Context: an optimization exercise on an open-source flow, tuned for a short achievable clock period and few clock cycles per item. The choices shown serve that exercise and are no tape-out recipe. Only simulation tests tie the RTL to the original design; equivalence was not proved. Power and IR drop assume default switching activity.

$ cat config.mk
export PLATFORM = sky130hd
export DESIGN_NAME = isit_top
export DESIGN_NICKNAME = isit_top
export VERILOG_FILES = /design/flow/design.v
export SDC_FILE = /design/flow/constraint.sdc
export NUM_CORES = 4
export LEC_CHECK = 0
export CAP_MARGIN = 20
export CORE_MARGIN = 2
export CORE_UTILIZATION = 20
export PLACE_DENSITY = 0.35
export SLEW_MARGIN = 20
$ cat constraint.sdc
create_clock -name core_clock -period 6.5 [get_ports {clk}]
set_input_delay 1.3000 -clock core_clock [delete_from_list [all_inputs] [get_ports {clk}]]
set_output_delay 1.3000 -clock core_clock [all_outputs]
set_load 0.01 [all_outputs]
$ cat design.v
package isit_pkg;
  localparam int SLOT_COUNT_DEF = 30;
  localparam logic [7:0] MARK_DELETED   = 8'hFF;
  localparam logic [7:0] MARK_UNDEFINED = 8'hFE;
  localparam logic [3:0] MODE_SET        = 4'd0;
  localparam logic [3:0] MODE_READ_ORDER = 4'd1;
  localparam logic [3:0] MODE_FIND       = 4'd2;
  localparam logic [3:0] MODE_NEXT       = 4'd3;
  localparam logic [3:0] MODE_SHIFT      = 4'd4;
  localparam logic [3:0] MODE_CLOSE      = 4'd5;
  localparam logic [3:0] MODE_REBUILD    = 4'd6;
  localparam logic [3:0] MODE_FREE       = 4'd7;
  localparam logic [3:0] MODE_CLEAR      = 4'd8;
endpackage
module isit_close (
  input  logic         clk,
  input  logic         run,
  input  logic [239:0] tbl,
  output logic         last,
  output logic [239:0] cres
);
  localparam int N = 30;
  function automatic logic [2:0] pc6(input logic [5:0] x);
    pc6 = (3'(x[0]) + 3'(x[1]) + 3'(x[2])) + (3'(x[3]) + 3'(x[4]) + 3'(x[5]));
  endfunction
  logic [5:0]   cnt;
  logic [N-1:0] vis;
  logic [4:0]   w [N];
  always_comb begin
    for (int s = 0; s < N; s++) begin
      vis[s] = (tbl[8*s +: 8] < 8'(N));
      w[s]   = tbl[8*s +: 5];
    end
  end
  always_ff @(posedge clk) begin
    if (!run) begin
      cnt <= '0;
    end else begin
      cnt <= cnt + 6'd1;
    end
  end
  assign last = run && (cnt == 6'd32);
  logic [N-1:0] a_m;
  logic [4:0]   a_v;
  always_ff @(posedge clk) begin
    for (int s = 0; s < N; s++) begin
      a_m[s] <= run && vis[s] && (w[s] == cnt[4:0]) && (cnt < 6'd30);
    end
    a_v <= cnt[4:0];
  end
  logic [N-1:0] b_m;
  logic [4:0]   b_v;
  logic [2:0]   b_inb [N];
  logic [2:0]   b_tot [5];
  always_ff @(posedge clk) begin
    for (int b = 0; b < 5; b++) begin
      for (int i = 0; i < 6; i++) begin
        b_inb[6*b + i] <= pc6(a_m[6*b +: 6] & ((6'd1 << i) - 6'd1));
      end
      b_tot[b] <= pc6(a_m[6*b +: 6]);
    end
    b_m <= a_m;
    b_v <= a_v;
  end
  logic [4:0] pre [6];
  assign pre[0] = '0;
  assign pre[1] = 5'(b_tot[0]);
  assign pre[2] = 5'(b_tot[0]) + 5'(b_tot[1]);
  assign pre[3] = (5'(b_tot[0]) + 5'(b_tot[1])) + 5'(b_tot[2]);
  assign pre[4] = (5'(b_tot[0]) + 5'(b_tot[1])) + (5'(b_tot[2]) + 5'(b_tot[3]));
  assign pre[5] = (5'(b_tot[0]) + 5'(b_tot[1])) + (5'(b_tot[2]) + 5'(b_tot[3]))
                + 5'(b_tot[4]);
  logic [N-1:0] c_m;
  logic [4:0]   c_v;
  logic [4:0]   c_r [N];
  logic [4:0]   c_c;
  always_ff @(posedge clk) begin
    for (int s = 0; s < N; s++) begin
      c_r[s] <= 5'(b_inb[s]) + pre[s / 6];
    end
    c_c <= pre[5];
    c_m <= b_m;
    c_v <= b_v;
  end
  logic [5:0] g;
  logic [4:0] res [N];
  always_ff @(posedge clk) begin
    if (cnt == 6'd0) begin
      g <= '0;
    end else if (cnt >= 6'd3) begin
      g <= (g + 6'(c_c) < 6'(c_v) + 6'd1) ? g + 6'(c_c) : 6'(c_v) + 6'd1;
    end
    for (int s = 0; s < N; s++) begin
      if (c_m[s]) begin
        res[s] <= (g + 6'(c_r[s]) < 6'(c_v)) ? 5'(g + 6'(c_r[s])) : c_v;
      end
    end
  end
  always_comb begin
    for (int s = 0; s < N; s++) begin
      cres[8*s +: 8] = vis[s] ? {3'b000, res[s]} : tbl[8*s +: 8];
    end
  end
endmodule
module isit_post (
  input  logic         clk,
  input  logic         rst_n,
  input  logic         in_v,
  input  logic [3:0]   in_mode,
  input  logic         in_bad,
  input  logic [7:0]   in_q,
  input  logic [239:0] tbl,
  input  logic [239:0] tbl_prev,
  output logic         out_valid,
  output logic [7:0]   out_answer,
  output logic         out_bad_address,
  output logic         out_table_changed,
  output logic [7:0]   out_visible_total,
  output logic [7:0]   out_sum,
  output logic [7:0]   out_xor
);
  localparam int N = isit_pkg::SLOT_COUNT_DEF;
  localparam logic [29:0] ENC0 = 30'h2aaaaaaa;
  localparam logic [29:0] ENC1 = 30'h0ccccccc;
  localparam logic [29:0] ENC2 = 30'h30f0f0f0;
  localparam logic [29:0] ENC3 = 30'h3f00ff00;
  localparam logic [29:0] ENC4 = 30'h3fff0000;
  function automatic logic [4:0] encode(input logic [N-1:0] oh);
    encode = {|(oh & ENC4), |(oh & ENC3), |(oh & ENC2), |(oh & ENC1), |(oh & ENC0)};
  endfunction
  function automatic logic [N-1:0] lowest(input logic [N-1:0] x);
    for (int i = 0; i < N; i++) begin
      lowest[i] = x[i] && !(|(x & ((30'd1 << i) - 30'd1)));
    end
  endfunction
  function automatic logic [N-1:0] highest(input logic [N-1:0] x);
    for (int i = 0; i < N; i++) begin
      highest[i] = x[i] && !(|(x & ~((30'd2 << i) - 30'd1)));
    end
  endfunction
  function automatic logic [4:0] first_set(input logic [N-1:0] x);
    first_set = (x == '0) ? 5'(N) : encode(lowest(x));
  endfunction
  function automatic logic [2:0] pc6(input logic [5:0] x);
    pc6 = (3'(x[0]) + 3'(x[1]) + 3'(x[2])) + (3'(x[3]) + 3'(x[4]) + 3'(x[5]));
  endfunction
  logic       v0, v1, v2, v3, v4;
  logic [3:0] m0, m1, m2, m3, m4;
  logic       b0, b1, b2, b3, b4;
  logic [7:0] q0, q1, q2, q3;
  logic       qin3;                
  logic [N-1:0] qoh4;              
  always_ff @(posedge clk) begin
    if (!rst_n) begin
      v0 <= 1'b0;
      v1 <= 1'b0;
      v2 <= 1'b0;
      v3 <= 1'b0;
      v4 <= 1'b0;
    end else begin
      v0 <= in_v;
      v1 <= v0;
      v2 <= v1;
      v3 <= v2;
      v4 <= v3;
    end
    m0 <= in_mode;
    m1 <= m0;
    m2 <= m1;
    m3 <= m2;
    m4 <= m3;
    b0 <= in_bad;
    b1 <= b0;
    b2 <= b1;
    b3 <= b2;
    b4 <= b3;
    q0 <= in_q;
    q1 <= q0;
    q2 <= q1;
    q3 <= q2;
    qin3 <= (q2 < 8'(N));
    for (int j = 0; j < N; j++) begin
      qoh4[j] <= (q3 == 8'(j));
    end
  end
  logic [N-1:0] s1_vis, s1_ff, s1_eqq, s1_ne;
  logic [4:0]   s1_w [N];
  logic [7:0]   s1_ps [15];
  logic [7:0]   s1_x [10];
  always_ff @(posedge clk) begin
    for (int s = 0; s < N; s++) begin
      s1_vis[s] <= (tbl[8*s +: 8] < 8'(N));
      s1_ff[s]  <= (tbl[8*s +: 8] == 8'hFF);
      s1_eqq[s] <= (tbl[8*s +: 8] == q0);
      s1_ne[s]  <= (tbl[8*s +: 8] != tbl_prev[8*s +: 8]);
      s1_w[s]   <= tbl[8*s +: 5];
    end
    for (int g = 0; g < 15; g++) begin
      s1_ps[g] <= tbl[16*g +: 8] + tbl[16*g + 8 +: 8];
    end
    for (int g = 0; g < 10; g++) begin
      s1_x[g] <= tbl[24*g +: 8] ^ tbl[24*g + 8 +: 8] ^ tbl[24*g + 16 +: 8];
    end
  end
  logic [N-1:0] pres;
  logic [4:0]   last [N];
  always_comb begin
    for (int v = 0; v < N; v++) begin
      logic [N-1:0] ev;
      for (int s = 0; s < N; s++) begin
        ev[s] = s1_vis[s] && s1_w[s] == 5'(v);
      end
      pres[v] = |ev;
      last[v] = encode(highest(ev));
    end
  end
  logic [N-1:0] s2_presge, s2_pres, s2_ff, s2_vis;
  logic [4:0]   s2_w [N];
  logic [4:0]   s2_last [N];
  logic [4:0]   s2_ansf;
  logic [7:0]   s2_ps [5];
  logic [7:0]   s2_xor;
  logic         s2_chg;
  logic [2:0]   s2_vc [5];
  always_ff @(posedge clk) begin
    for (int v = 0; v < N; v++) begin
      s2_presge[v] <= pres[v] && (q1 <= 8'(v));
    end
    s2_ansf <= first_set((m1 == isit_pkg::MODE_FREE) ? s1_ff : s1_eqq);
    s2_pres <= pres;
    s2_ff   <= s1_ff;
    s2_vis  <= s1_vis;
    for (int s = 0; s < N; s++) begin
      s2_w[s]    <= s1_w[s];
      s2_last[s] <= last[s];
    end
    for (int g = 0; g < 5; g++) begin
      s2_ps[g] <= s1_ps[3*g] + s1_ps[3*g + 1] + s1_ps[3*g + 2];
      s2_vc[g] <= pc6(s1_vis[6*g +: 6]);
    end
    s2_xor <= (s1_x[0] ^ s1_x[1] ^ s1_x[2]) ^ (s1_x[3] ^ s1_x[4] ^ s1_x[5])
            ^ (s1_x[6] ^ s1_x[7] ^ s1_x[8]) ^ s1_x[9];
    s2_chg <= |s1_ne;
  end
  logic [N-1:0] vmin, miss;
  assign vmin = lowest(s2_presge);
  assign miss = ~s2_pres;
  logic [4:0]   s3_ansf;
  logic [N-1:0] s3_sel, s3_pres, s3_ff;
  logic [4:0]   s3_last [N];
  logic [2:0]   s3_inbm [N];
  logic [2:0]   s3_inbf [N];
  logic [2:0]   s3_totm [5];
  logic [2:0]   s3_totf [5];
  logic [4:0]   s3_vcnt;
  logic [7:0]   s3_sum, s3_xor;
  logic         s3_chg;
  always_ff @(posedge clk) begin
    s3_ansf <= s2_ansf;
    for (int s = 0; s < N; s++) begin
      s3_sel[s] <= s2_vis[s] && vmin[s2_w[s]];
    end
    s3_vcnt <= (5'(s2_vc[0]) + 5'(s2_vc[1])) + (5'(s2_vc[2]) + 5'(s2_vc[3])) + 5'(s2_vc[4]);
    for (int b = 0; b < 5; b++) begin
      for (int i = 0; i < 6; i++) begin
        s3_inbm[6*b + i] <= pc6(miss[6*b +: 6] & ((6'd1 << i) - 6'd1));
        s3_inbf[6*b + i] <= pc6(s2_ff[6*b +: 6] & ((6'd1 << i) - 6'd1));
      end
      s3_totm[b] <= pc6(miss[6*b +: 6]);
      s3_totf[b] <= pc6(s2_ff[6*b +: 6]);
    end
    s3_pres <= s2_pres;
    s3_ff   <= s2_ff;
    for (int s = 0; s < N; s++) begin
      s3_last[s] <= s2_last[s];
    end
    s3_sum <= (s2_ps[0] + s2_ps[1]) + (s2_ps[2] + s2_ps[3]) + s2_ps[4];
    s3_xor <= s2_xor;
    s3_chg <= s2_chg;
  end
  logic [4:0]   s4_ansf, s4_ansn, s4_vcnt;
  logic [N-1:0] s4_pres, s4_ff;
  logic [4:0]   s4_last [N];
  logic [4:0]   s4_km [N];
  logic [4:0]   s4_rf [N];
  logic [7:0]   s4_sum, s4_xor;
  logic         s4_chg, s4_qin;
  logic [4:0] pm [5];
  logic [4:0] pf [5];
  assign pm[0] = '0;
  assign pm[1] = 5'(s3_totm[0]);
  assign pm[2] = 5'(s3_totm[0]) + 5'(s3_totm[1]);
  assign pm[3] = (5'(s3_totm[0]) + 5'(s3_totm[1])) + 5'(s3_totm[2]);
  assign pm[4] = (5'(s3_totm[0]) + 5'(s3_totm[1])) + (5'(s3_totm[2]) + 5'(s3_totm[3]));
  assign pf[0] = '0;
  assign pf[1] = 5'(s3_totf[0]);
  assign pf[2] = 5'(s3_totf[0]) + 5'(s3_totf[1]);
  assign pf[3] = (5'(s3_totf[0]) + 5'(s3_totf[1])) + 5'(s3_totf[2]);
  assign pf[4] = (5'(s3_totf[0]) + 5'(s3_totf[1])) + (5'(s3_totf[2]) + 5'(s3_totf[3]));
  always_ff @(posedge clk) begin
    s4_ansn <= first_set(s3_sel);
    for (int j = 0; j < N; j++) begin
      s4_km[j]   <= 5'(s3_inbm[j]) + pm[j / 6];
      s4_rf[j]   <= 5'(s3_inbf[j]) + pf[j / 6];
      s4_last[j] <= s3_last[j];
    end
    s4_ansf <= s3_ansf;
    s4_vcnt <= s3_vcnt;
    s4_pres <= s3_pres;
    s4_ff   <= s3_ff;
    s4_sum  <= s3_sum;
    s4_xor  <= s3_xor;
    s4_chg  <= s3_chg;
    s4_qin  <= qin3;
  end
  logic [4:0]   map_q [N];
  logic [N-1:0] map_ok;
  logic [4:0]   vis_r;
  logic [4:0]   map_new [N];
  logic [N-1:0] map_new_ok;
  logic         reb;
  logic [N-1:0] rd_b [5];
  logic [4:0]   rd_q;
  logic         rd_ok;
  assign reb = (m4 == isit_pkg::MODE_REBUILD) || (m4 == isit_pkg::MODE_CLEAR);
  always_comb begin
    for (int j = 0; j < N; j++) begin
      logic [N-1:0] hitv;
      for (int s = 0; s < N; s++) begin
        hitv[s] = s4_ff[s] && s4_rf[s] == s4_km[j];
      end
      if (s4_pres[j]) begin
        map_new[j]    = s4_last[j];
        map_new_ok[j] = 1'b1;
      end else begin
        map_new[j]    = encode(hitv);
        map_new_ok[j] = |hitv;
      end
    end
    for (int b = 0; b < 5; b++) begin
      for (int j = 0; j < N; j++) begin
        rd_b[b][j] = map_q[j][b];
      end
      rd_q[b] = |(rd_b[b] & qoh4);
    end
    rd_ok = |(map_ok & qoh4);
  end
  always_ff @(posedge clk) begin
    if (!rst_n) begin
      map_ok <= '0;
      vis_r  <= '0;
    end else if (v4 && reb) begin
      map_ok <= map_new_ok;
      vis_r  <= s4_vcnt;
    end
    if (v4 && reb) begin
      for (int j = 0; j < N; j++) begin
        map_q[j] <= map_new[j];
      end
    end
  end
  logic [7:0] answer;
  always_comb begin
    case (m4)
      isit_pkg::MODE_READ_ORDER: begin
        if (!s4_qin) begin
          answer = 8'(N);
        end else begin
          answer = rd_ok ? 8'(rd_q) : isit_pkg::MARK_UNDEFINED;
        end
      end
      isit_pkg::MODE_FIND,
      isit_pkg::MODE_FREE: answer = 8'(s4_ansf);
      isit_pkg::MODE_NEXT: answer = 8'(s4_ansn);
      default:             answer = 8'd0;
    endcase
  end
  always_ff @(posedge clk) begin
    if (!rst_n) begin
      out_valid <= 1'b0;
    end else begin
      out_valid <= v4;
    end
    out_answer        <= answer;
    out_bad_address   <= b4;
    out_table_changed <= s4_chg;
    out_visible_total <= reb ? 8'(s4_vcnt) : 8'(vis_r);
    out_sum           <= s4_sum;
    out_xor           <= s4_xor;
  end
endmodule
module image_slot_index_table_unit (
  input  logic       clk,
  input  logic       rst_n,
  input  logic       start,
  output logic       busy,
  input  logic [3:0] in_mode,
  input  logic [7:0] in_slot_address,
  input  logic [7:0] in_slot_value,
  input  logic [7:0] in_query_index,
  output logic       out_valid,
  output logic [7:0] out_answer,
  output logic       out_bad_address,
  output logic       out_table_changed,
  output logic [7:0] out_visible_total,
  output logic [7:0] out_sum,
  output logic [7:0] out_xor
);
  localparam int N = isit_pkg::SLOT_COUNT_DEF;
  logic         busy_r;
  logic         acc;
  logic         x_v;
  logic [3:0]   x_mode;
  logic [7:0]   x_val, x_q;
  logic         x_bad, x_set, x_shift, x_clear, x_close;
  logic [N-1:0] x_we;            
  logic         x_sh, x_cl;      
  logic         cs1, cs4, close_last;
  logic [8*N-1:0] tbl, tbl_prev, tbl_nxt, cres;
  assign acc  = rst_n && start && !busy_r;
  assign busy = busy_r;
  always_ff @(posedge clk) begin
    x_mode  <= in_mode;
    x_val   <= in_slot_value;
    x_q     <= in_query_index;
    x_bad   <= (in_mode == isit_pkg::MODE_SET) && (in_slot_address >= 8'(N));
    x_set   <= (in_mode == isit_pkg::MODE_SET);
    x_shift <= (in_mode == isit_pkg::MODE_SHIFT);
    x_clear <= (in_mode == isit_pkg::MODE_CLEAR);
    x_close <= (in_mode == isit_pkg::MODE_CLOSE);
  end
  logic close_acc;
  assign close_acc = acc && in_mode == isit_pkg::MODE_CLOSE;
  always_ff @(posedge clk) begin
    if (!rst_n) begin
      x_v    <= 1'b0;
      x_sh   <= 1'b0;
      x_cl   <= 1'b0;
      x_we   <= '0;
      busy_r <= 1'b0;
      cs1    <= 1'b0;
      cs4    <= 1'b0;
    end else begin
      x_v    <= acc;
      x_sh   <= acc && in_mode == isit_pkg::MODE_SHIFT;
      x_cl   <= acc && in_mode == isit_pkg::MODE_CLEAR;
      for (int i = 0; i < N; i++) begin
        x_we[i] <= acc && in_mode == isit_pkg::MODE_SET && in_slot_address == 8'(i);
      end
      busy_r <= close_acc || (cs1 && !close_last);
      cs1    <= close_acc || (cs1 && !close_last);
      cs4    <= cs1 && close_last;
    end
  end
  always_comb begin
    for (int s = 0; s < N; s++) begin
      logic [7:0] v;
      v = tbl[8*s +: 8];
      if (cs4) begin
        tbl_nxt[8*s +: 8] = cres[8*s +: 8];
      end else if (x_we[s]) begin
        tbl_nxt[8*s +: 8] = x_val;
      end else if (x_sh && v < 8'(N) && v > x_q) begin
        tbl_nxt[8*s +: 8] = {3'b000, v[4:0] - 5'd1};
      end else if (x_cl) begin
        tbl_nxt[8*s +: 8] = 8'hFF;
      end else begin
        tbl_nxt[8*s +: 8] = v;
      end
    end
  end
  always_ff @(posedge clk) begin
    if (!rst_n) begin
      tbl <= '1;
    end else begin
      tbl <= tbl_nxt;
    end
    tbl_prev <= tbl;
  end
  isit_close u_close (
    .clk   (clk),
    .run   (cs1),
    .tbl   (tbl),
    .last  (close_last),
    .cres  (cres)
  );
  logic       p_v;
  logic [3:0] p_mode;
  logic       p_bad;
  assign p_v    = (x_v && !x_close) || cs4;
  assign p_mode = cs4 ? isit_pkg::MODE_CLOSE : x_mode;
  assign p_bad  = x_bad && !cs4;
  isit_post u_post (
    .clk               (clk),
    .rst_n             (rst_n),
    .in_v              (p_v),
    .in_mode           (p_mode),
    .in_bad            (p_bad),
    .in_q              (x_q),
    .tbl               (tbl),
    .tbl_prev          (tbl_prev),
    .out_valid         (out_valid),
    .out_answer        (out_answer),
    .out_bad_address   (out_bad_address),
    .out_table_changed (out_table_changed),
    .out_visible_total (out_visible_total),
    .out_sum           (out_sum),
    .out_xor           (out_xor)
  );
endmodule
module isit_top (
  input  logic       clk,
  input  logic       rst_n,
  input  logic       start,
  output logic       busy,
  input  logic [3:0] in_mode,
  input  logic [7:0] in_slot_address,
  input  logic [7:0] in_slot_value,
  input  logic [7:0] in_query_index,
  output logic       out_valid,
  output logic [7:0] out_answer,
  output logic       out_bad_address,
  output logic       out_table_changed,
  output logic [7:0] out_visible_total,
  output logic [7:0] out_sum,
  output logic [7:0] out_xor
);
  image_slot_index_table_unit u_unit (
    .clk               (clk),
    .rst_n             (rst_n),
    .start             (start),
    .busy              (busy),
    .in_mode           (in_mode),
    .in_slot_address   (in_slot_address),
    .in_slot_value     (in_slot_value),
    .in_query_index    (in_query_index),
    .out_valid         (out_valid),
    .out_answer        (out_answer),
    .out_bad_address   (out_bad_address),
    .out_table_changed (out_table_changed),
    .out_visible_total (out_visible_total),
    .out_sum           (out_sum),
    .out_xor           (out_xor)
  );
endmodule
$ cat run.sh
#!/bin/bash
# synth_recipe.tcl (not shown) runs the flow's synth.tcl, then flattens the netlist and writes it again
# the make line also repeats each setting of config.mk as NAME=value (left out here)
make -C /OpenROAD-flow-scripts/flow DESIGN_CONFIG=/design/flow/config.mk WORK_HOME=/design/flow/orfs CLKGATE_MAP_FILE= SYNTH_SCRIPT=/design/flow/synth_recipe.tcl finish
==> results.txt <==
## STA
- final-layout worst hold slack: 0.304 ns
- Final TNS setup: 0 ns
- Fin Clk Skew: 0.0860 ns
- worst slew margin relative to its limit: 5.17%
- final-report hold violation count: 0
- Least-Margin Pin Slew: 1.42 ns
- peak clock frequency supported by timing: 188 MHz
- final worst-path cycle share: 81.6%
- RSZ-0062 raised after global routing: false
- Slew Viols, Final: 0
- final setup violation count: 0
- Period minus WS final: 5.31 ns

## Detailed routing
- DR vias/cell: 5.14
- count of nets left with antenna violations after detail routing: 0
- detailed-route DRC error count: 0
- first-pass detailed-route iteration total: 7
- vias post-DR: 178k
- final wirelength: 1280000 um
- count of routing violations after the opening detailed-route iteration: 21.1k
- average wire per cell in the routed design: 37.0 um

## Synth
- Cell Area, Synth: 195000 um^2
- Post-Syn Instances: 21.6k
- async set-reset flop share out of synthesis: 0%
- top_reg_cell synth: dfxtp_1
- area share of the leading cell type in the synthesized netlist: 27.9%
- sequential area share after synthesis: 32.5%
- count of flip-flops with a built-in enable after synthesis: 300
- total number of yosys warnings: 30
- leading cell types by total area after synthesis: dfxtp_1, xor2_1, xnor2_1
- count of distinct cell types in the synthesized netlist: 108
- register bit total from synthesis: 3015
- cell type contributing the most total cell area after synthesis: dfxtp_1
- mean instance size in the synthesized netlist: 9.01 um^2

## Power and ir drop
- total power per unit cell area: 318 nW/um^2
- Static Leakage: 86.7 nW
- worst vdd rail ir drop: 389 uV

## Worst setup path
- startpoint-to-endpoint class of the critical path: flop to flop
- Setup crit end kind: flop
- Crit Path Max Fanout: 15
- Worst Path Arrival: 6.18 ns
- CP Data Required Time: 7.38 ns
- Critical Path Start Type: flop

## Layout
- Nets: 22.4k
- final non-filler cell area: 226000 um^2
- Area growth syn-to-layout: 16.0%
- post-layout instance count excluding filler cells: 34.6k
- ratio of cells with drive above 1 in the final layout: 10.8%

## CTS
- CTS tree: yes
- number of hold-repair buffers added at the cts stage: 0
- number of CTS-inserted buffers: 374
- root buffer cell: clkbuf_16
- clk latency of the worst-skew pair: 1.04 ns
- clock-pin slew of the registers on the worst-case setup and hold paths: 0.06 ns
- post-CTS resize count: 0
- Clock Tree Buf Depth: 4
- number of setup buffers added after CTS: 0
- Clock H-tree levels: 5
- sink count of the clock tree: 3015

## Outcome
- run status: no timing/DRC/antenna violations

## Floorplan
- Die Width: 991 um
- die area: 983000 um^2
- # IOs: 67
- core region area: 972000 um^2
- FP Rows: 362
- height of the chip: 991 um
- initial standard-cell utilization of the core: 20.1%

## Place
- # port buffers: 63
- post-DP HPWL: 984000 um
- placer congestion estimate: 1.07
- post-detailed-placement cell area: 212000 um^2
- count of placed standard cells including taps: 33.7k

## Global route
- remaining global-route overflow: 0
- via count of the first global-routing pass: 169k
- antenna violations before repair: 203
- first-pass GRT wire length: 1660000 um
- Overall Global Routing Usage: 24.9%
- maximum number of pins on one net before global-route repair: 136

## Min path
- path class of the lowest-slack min-delay path: flop to flop

## Job
- # Max-Cap Violations: 0

-- cell usage after synthesis, types with 477 or more instances --
cell and count:
a21oi_1 585, clkbuf_1 1175, dfxtp_1 2715, ha_1 993
inv_1 966, nand2_1 952, nand3_1 543, nor2_1 1157
nor3_1 636, nor4_1 682, o21ai_0 477, xnor2_1 2002
xor2_1 2410
-- per-layer routing --
| layer | track usage, % | wire length, um | vias to the layer above |
|---|---|---|---|
| met4 | 16.1 | 103000 | 60 |
| met5 | 0 | 414 | - |
| met1 | 31.2 | 525000 | 89500 |
| met3 | 5.69 | 101000 | 3035 |
| met2 | 38.3 | 551000 | 9675 |
| li1 | - | - | 75500 |
-- layout make-up --
cell class,instances,area [um^2]
Inverter,974,3660
Clock buffer,526,10800
Timing Repair Buffer,963,8020
Sequential cell,3015,63700
Fill cell,106000,745000
Multi-Input combinational cell,15800,121000
Tap cell,12900,16200
Clock inverter,160,2130
Antenna cell,268,671
-- path summary, 6_finish.rpt --
check                          from                         end  slack (ns)  depth (start not counted)
max reg2reg    u_unit.tbl_prev[225]  u_unit.u_post.s2_presge[5]        1.19                          7
min reg2reg  u_unit.u_post.s3_ff[2]      u_unit.u_post.s4_ff[2]        0.30                          0
min          u_unit.u_post.s3_ff[2]      u_unit.u_post.s4_ff[2]        0.30                          0
max            u_unit.tbl_prev[225]  u_unit.u_post.s2_presge[5]        1.19                          7
-- cells in the final DEF, fill, tap and decap left out, types with 229 or more instances in the layout --
cell type / synthesis / final
inv_1: 966 / 948
a21o_1: 262 / 262
nand2_1: 952 / 951
nand2b_1: 242 / 236
diode_2: 0 / 268
clkbuf_16: 0 / 385
nand4_1: 407 / 407
xor2_1: 2410 / 2408
edfxtp_1: 300 / 300
ha_1: 993 / 993
nor3_1: 636 / 624
o21ai_0: 477 / 469
nand3_1: 543 / 543
dfxtp_2: 0 / 229
nor2_1: 1157 / 1155
a21oi_1: 585 / 584
buf_4: 20 / 847
xnor2_1: 2002 / 1995
fa_1: 263 / 263
and3_1: 259 / 253
nor4_1: 682 / 664
dfxtp_1: 2715 / 2472
-- critical path, cell delays in order, from the launching register on --
cell and delay, ns:
dfxtp_1 0.43, nand2b_1 0.72, o22a_1 0.41, nor4b_2 1.13, nand4_1 0.81, nor4_2 0.71, nand4_1 0.57, nor3b_1 0.35
-- flip-flops by register name, summed over array words and instances, names as in the netlist, 40 cells and up --
signal                 cells
u_unit.u_post.map_q      150
u_unit.u_post.s1_x        80
u_unit.tbl               240
u_unit.u_post.s3_inbm     60
u_unit.u_post.s1_ps      120
u_unit.u_post.s4_km      124
u_unit.u_close.b_inb      55
u_unit.u_close.res       150
u_unit.u_post.s4_last    150
u_unit.u_post.s3_last    150
u_unit.u_post.s2_ps       40
u_unit.tbl_prev          240
u_unit.u_post.s2_w       150
u_unit.u_post.s3_inbf     55
u_unit.u_close.c_r       123
u_unit.u_post.s2_last    150
u_unit.u_post.s4_rf      123
-- logic make-up (layout without fill, tap and decap cells) --
group,Yosys count,after routing,synth area share (%)
AND/OR/NAND/NOR,6112,6112,17.2
XOR/XNOR,4412,4412,19.8
AO/OA/AOI/OAI,3576,3576,13.0
flip-flops,3015,3015,32.5
buffers and inverters,2834,2623,5.71
adder cells (fa/ha/maj),1256,1256,9.07
multiplexers,433,433,2.70
other,1,271,0.00192
-- stage by stage --
stage	utilization (%)	total power, W	setup WS [ns]
after global placement	21.8	0.0481	1.64
after CTS	23.2	0.0709	1.71
after floorplan	-	0.0350	0.188
after detailed placement	21.9	0.0484	1.71
after global routing	23.3	0.0731	1.40
final	23.3	0.0719	1.19
-- report_power, final --
group / leakage (nW) / switching [W] / internal, W
Combinational: 55.5 / 0.0181 / 0.00830
Sequential: 24.9 / 0.00324 / 0.0199
Clock: 6.29 / 0.00951 / 0.0128
Testbench counts, summed over its fixed seeds: cycles 9,006, items 4,000.

[afterwards: timing with drivers on the ports]
How much do the figures lean on ideal ports? The routed layout below was timed once more, with nothing changed but the port constraints.
Step 1 sets driving cells, clkbuf_16 on the clock port and buf_2 on the other inputs (assumed; they add their load-dependent delay and slew).
Step 2 moves the port delays by t, midway between the first and last clock arrival at a register: inputs arrive t later, outputs are due t later. That takes back most of the time a late clock gives input paths.
Three values: ideal, step 1, step 2; two values: the first two.
shift t [ns]: 1.135
slack for setup (ns): 1.193 / 1.193 / 1.193
latest minus earliest clock arrival (ns): 0.094 / 0.093
After both steps this run still meets setup and hold. The setup slack of this run moves by 0.000 ns with the drivers and by 0.000 ns with both steps.
